Source: an optimization exercise on an open RTL-to-GDS flow (aim: small area, a short achievable clock period and few clock cycles per item). Production flows keep margins and buffers that such runs may drop. In this exercise RTL edits were held to simulation tests only and were not proved equivalent to the original. No activity file was given, so power comes from the tool's default toggle rates.

Design pkt_buffer_top, start of the top module:
module pkt_buffer_top
(
    input  wire               clk,
    input  wire               rstn,
    input  wire               dp_wr_en,
    input  wire [ADDR_W-1:0]  dp_wr_addr,
    input  wire [DATA_W-1:0]  dp_wr_data,
    input  wire [KEEP_W-1:0]  dp_wr_keep,
    input  wire               dp_wr_last,
    input  wire [META_W-1:0]  dp_wr_meta,
    input  wire               dp_rd_en,
    input  wire [ADDR_W-1:0]  dp_rd_addr,
    output logic              out_valid,
    output logic [DATA_W-1:0] out_data,
    output logic [KEEP_W-1:0] out_keep,
    output logic              out_last,
    output logic [META_W-1:0] out_meta,
    input  wire               cpu_req_valid,
    input  logic [1:0]        cpu_req_op,
    input  wire [ADDR_W-1:0]  cpu_req_addr,
    input  wire [ENTRY_W-1:0] cpu_req_wdata,
    output logic               cpu_rsp_valid,
    output logic [1:0]         cpu_rsp_op,
    output logic [ENTRY_W-1:0] cpu_rsp_data
);
    localparam int GB = 3;               
    localparam int GR = 1 << GB;         
    localparam int NG = DEPTH / GR;      
    logic               parked;
    logic [1:0]         hold_op;
    logic [ADDR_W-1:0]  hold_addr;
    logic [ENTRY_W-1:0] hold_wdata;
    logic [1:0]         s_op;
    logic [ADDR_W-1:0]  s_addr;
    logic [ENTRY_W-1:0] s_wdata;
    logic               issue;
    logic               parked_wr;   
    assign s_op    = parked ? hold_op    : cpu_req_op;
    assign s_addr  = parked ? hold_addr  : cpu_req_addr;
    assign s_wdata = parked_wr ? hold_wdata : cpu_req_wdata;
    assign issue   = !dp_wr_en && (parked || cpu_req_valid);
    always_ff @(posedge clk)
    begin
        if (!rstn)
        begin
            parked    <= 1'b0;
            parked_wr <= 1'b0;
        end
        else
        begin
            parked    <= dp_wr_en && (parked || cpu_req_valid);
            parked_wr <= dp_wr_en && (parked || cpu_req_valid) && s_op[0];
        end
    end
    always_ff @(posedge clk)
    begin
        if (cpu_req_valid)
        begin
  ...
Size in the first run: ~18000 cells after synthesis, about 7000 flip-flops, ~390 I/O pins.
export LEC_CHECK = 0
export CAP_MARGIN = 20
export CORE_AREA = 4 4 936 736
export DIE_AREA = 0 0 940 740
export SETUP_SLACK_MARGIN = 2.0
export SLEW_MARGIN = 20
export SYNTH_MEMORY_MAX_BITS = 16384
export TNS_END_PERCENT = 10
create_clock -name core_clock -period 5.5 [get_ports {clk}]
standard.sh (not shown) runs the stock make flow with config.mk's settings and CLKGATE_MAP_FILE= SYNTH_SCRIPT=/design/flow/synth_recipe.tcl, a recipe that flattens the netlist after the stock synthesis.
==> flow/flow/run.sh <==
#!/bin/bash
# The standard layout, with one addition: before the first global
# placement, flow/grid.tcl puts the 6720 storage flip-flops in a regular grid
# (memory row by memory row, bit columns aligned) and holds them there, so the
# read trees and the write data and enable nets stay short. Every other step is
# the standard one. The make output goes to standard.log here; each ORFS step
# keeps its own log under orfs/logs.
set -euo pipefail
here=$(pwd)
export GRID_SLOT=36 GRID_PAT=10 GRID_FIRST_ROW=4 GRID_X0_SITE=60
export PRE_GLOBAL_PLACE_SKIP_IO_TCL="$here/flow/grid.tcl"
bash standard.sh > "$here/standard.log" 2>&1
Other scripts of this flow, unchanged in this note and not shown: flow/flow/grid.tcl
Testbench counts at the start, summed over its fixed seeds: cycles 6,972, requests 4,800.
==> next run, changes <==
==> flow/flow/run.sh (replaced) <==
#!/bin/bash
# The standard layout (standard.sh: ORFS synthesis to finish) with three
# changes, each passed to ORFS through its own variables:
#  - before the first global placement, flow/grid.tcl puts the 6720 storage
#    flip-flops in a regular grid (memory row by memory row, bit columns
#    aligned) and holds them there, so read trees and write nets stay short;
#  - the port buffers are buf_4 cells instead of the delay cell buffer_ports
#    picks by default (every port still gets its buffer);
#  - clock tree synthesis clusters up to 25 flip-flops per leaf buffer and
#    inserts no dummy loads.
# The make output goes to standard.log here; each ORFS step keeps its own log
# under orfs/logs.
set -euo pipefail
here=$(pwd)
export GRID_SLOT=36 GRID_PAT=10 GRID_FIRST_ROW=4 GRID_X0_SITE=60
export PRE_GLOBAL_PLACE_SKIP_IO_TCL="$here/flow/grid.tcl"
export BUFFER_PORTS_ARGS="-buffer_cell sky130_fd_sc_hd__buf_4"
export CTS_ARGS="-sink_clustering_enable -repair_clock_nets -sink_clustering_size 25 -sink_clustering_max_diameter 100 -dont_use_dummy_load"
bash standard.sh > "$here/standard.log" 2>&1
SETUP_SLACK_MARGIN = 2.6   (was 2.0)
The changed run finished but failed the layout checks on capacitance limit, slew limit. Worst setup slack gets worse by 1.1 ns. Core utilization is about the same. Cell area stays flat. Critical path depth went up by 1.

---

Starting RTL as in the previous note.
==> flow/design.v (excerpt) <==
module pkt_buffer_top
(
    input  wire               clk,
    input  wire               rstn,
    input  wire               dp_wr_en,
    input  wire [ADDR_W-1:0]  dp_wr_addr,
    input  wire [DATA_W-1:0]  dp_wr_data,
    input  wire [KEEP_W-1:0]  dp_wr_keep,
    input  wire               dp_wr_last,
    input  wire [META_W-1:0]  dp_wr_meta,
    input  wire               dp_rd_en,
    input  wire [ADDR_W-1:0]  dp_rd_addr,
    output logic              out_valid,
    output logic [DATA_W-1:0] out_data,
    output logic [KEEP_W-1:0] out_keep,
    output logic              out_last,
    output logic [META_W-1:0] out_meta,
    input  wire               cpu_req_valid,
    input  logic [1:0]        cpu_req_op,
    input  wire [ADDR_W-1:0]  cpu_req_addr,
    input  wire [ENTRY_W-1:0] cpu_req_wdata,
    output logic               cpu_rsp_valid,
    output logic [1:0]         cpu_rsp_op,
    output logic [ENTRY_W-1:0] cpu_rsp_data
);
    localparam int GB = 3;               
    localparam int GR = 1 << GB;         
    localparam int NG = DEPTH / GR;      
    logic               parked;
    logic [1:0]         hold_op;
    logic [ADDR_W-1:0]  hold_addr;
    logic [ENTRY_W-1:0] hold_wdata;
    logic [1:0]         s_op;
    logic [ADDR_W-1:0]  s_addr;
    logic [ENTRY_W-1:0] s_wdata;
    logic               issue;
    logic               parked_wr;   
    assign s_op    = parked ? hold_op    : cpu_req_op;
    assign s_addr  = parked ? hold_addr  : cpu_req_addr;
    assign s_wdata = parked_wr ? hold_wdata : cpu_req_wdata;
    assign issue   = !dp_wr_en && (parked || cpu_req_valid);
  ...
clock: 5.5 ns
lec_check: 0
cap_margin: 20
core_margin: 2
core_utilization: 40
setup_slack_margin: 2.0
slew_margin: 20
synth_memory_max_bits: 16384
tns_end_percent: 10
run.sh (not shown) runs the stock make flow with config.mk's settings and CLKGATE_MAP_FILE= SYNTH_SCRIPT=/design/flow/synth_recipe.tcl, a recipe that flattens the netlist after the stock synthesis.
Stock flow here: none of the scripts above is used.
The starting point ran to the end with no violations.
Testbench counts at the start, summed over its fixed seeds: cycles 6,972, requests 4,800.
Next try:
==> flow/flow/run.sh (new file) <==
#!/bin/bash
# The standard layout (standard.sh: ORFS synthesis to finish) with three
# changes, each passed to ORFS through its own variables:
#  - before the first global placement, flow/upsize.tcl gives the plain
#    flip-flops (the output, response and request-state registers) drive
#    strength 4; the cell type stays the one synthesis gave them;
#  - the port buffers are buf_4 cells instead of the delay cell buffer_ports
#    picks by default (every port still gets its buffer);
#  - clock tree synthesis clusters up to 25 flip-flops per leaf buffer and
#    inserts no dummy loads.
# The make output goes to standard.log here; each ORFS step keeps its own log
# under orfs/logs.
set -euo pipefail
here=$(pwd)
export PRE_GLOBAL_PLACE_SKIP_IO_TCL="$here/flow/upsize.tcl"
export BUFFER_PORTS_ARGS="-buffer_cell sky130_fd_sc_hd__buf_4"
export CTS_ARGS="-sink_clustering_enable -repair_clock_nets -sink_clustering_size 25 -sink_clustering_max_diameter 100 -dont_use_dummy_load"
bash standard.sh > "$here/standard.log" 2>&1
==> flow/flow/upsize.tcl (new file) <==
# Give the output registers (and the other plain flip-flops of the design, the
# response and read data registers and the request state) the strongest drive
# strength of their cell, so that each drives its long net to an output
# buffer without a slow edge. Only the drive strength changes, never the type.
set n 0
foreach inst [[ord::get_db_block] getInsts] {
  if {[[$inst getMaster] getName] == "sky130_fd_sc_hd__dfxtp_1"} {
    replace_cell [$inst getName] sky130_fd_sc_hd__dfxtp_4
    incr n
  }
}
puts "upsize: $n flip-flops to dfxtp_4"
==> flow/standard.sh (new file) <==
#!/bin/bash
# synth_recipe.tcl (not shown) runs the flow's synth.tcl, then flattens the netlist and writes it again
# the make line also repeats each setting of config.mk as NAME=value (left out here)
make -C /OpenROAD-flow-scripts/flow DESIGN_CONFIG=/design/flow/config.mk WORK_HOME=/design/flow/orfs CLKGATE_MAP_FILE= SYNTH_SCRIPT=/design/flow/synth_recipe.tcl "${@:-finish}"
CORE_UTILIZATION = 55   (was 40)
SETUP_SLACK_MARGIN = 2.6   (was 2.0)
removed: flow/run.sh
The changed run finished with timing, DRC and antenna clean.
Power goes down by 19%.
Non-clock buffer count goes up by 229.
Synthesized area stays the same.
Clock power goes down by 46%.
Die area goes down by 27%.
Sequential power is about the same.
Worst hold slack is worse by 0.18 ns.
Next try:
--- a/flow/flow/run.sh
+++ b/flow/flow/run.sh
@@ -1,7 +1,4 @@
 #!/bin/bash
-# The standard layout (standard.sh: ORFS synthesis to finish) with three
+# The standard layout (standard.sh: ORFS synthesis to finish) with two
 # changes, each passed to ORFS through its own variables:
-#  - before the first global placement, flow/upsize.tcl gives the plain
-#    flip-flops (the output, response and request-state registers) drive
-#    strength 4; the cell type stays the one synthesis gave them;
 #  - the port buffers are buf_4 cells instead of the delay cell buffer_ports
@@ -14,3 +11,2 @@
 here=$(pwd)
-export PRE_GLOBAL_PLACE_SKIP_IO_TCL="$here/flow/upsize.tcl"
 export BUFFER_PORTS_ARGS="-buffer_cell sky130_fd_sc_hd__buf_4"
CORE_UTILIZATION = 40   (was 55)
removed: flow/flow/upsize.tcl
Outcome:
- wire length is higher by 5.4%
- setup slack improved by 0.016 ns
- total power is higher by 0.88%
- final area is higher by 0.51%
- cell count is higher by 9.9%
- via count is higher by 1.9%
- maximum frequency is higher by 0.47%
- area after synthesis does not change
- count of clock-buffer cells in the layout is higher by 15
- sequential share of layout area is lower by 0.52 points
- first-iteration DRC count is higher by 4.4%

[re-timing with driven ports]
The flow's constraints put no driver on any port. The routed layouts listed below were extracted and timed again, unchanged, in two steps.
Step 1 sets driving cells, clkbuf_16 on the clock port and buf_2 on the other inputs (assumed; they add their load-dependent delay and slew).
Step 2 moves the port delays by t, midway between the first and last clock arrival at a register: inputs arrive t later, outputs are due t later. That takes back most of the time a late clock gives input paths.
Three values: ideal ports, drivers, drivers and shift; two values: the first two.
| run | shift t [ns] | setup slack, ns | hold WS [ns] | latest minus earliest clock arrival (ns) | slew at the worst register clock pin (ns) |
|---|---|---|---|---|---|
| the first run of note 1 | 1.373 | 1.713 / 1.576 / 0.203 | 0.303 / 0.166 / 0.664 | 0.101 / 0.101 | 0.07 / 0.07 |
| the second run of note 1 | 1.300 | 0.576 / 0.269 / -1.031 | 0.105 / 0.002 / 0.684 | 0.115 / 0.116 | 0.11 / 0.11 |
| the first run of note 2 | 1.338 | 1.762 / 1.717 / 0.401 | 0.340 / 0.231 / 0.673 | 0.110 / 0.110 | 0.08 / 0.08 |
| the second run of note 2 | 1.199 | 2.107 / 2.056 / 0.857 | 0.164 / 0.051 / 0.582 | 0.119 / 0.118 | 0.11 / 0.11 |
| the third run of note 2 | 1.236 | 2.123 / 2.139 / 0.996 | 0.118 / -0.023 / 0.671 | 0.195 / 0.195 | 0.11 / 0.11 |
The setup slack of the second run of note 1, which loses most, moves by -0.307 ns with the drivers and by -1.607 ns with both steps.
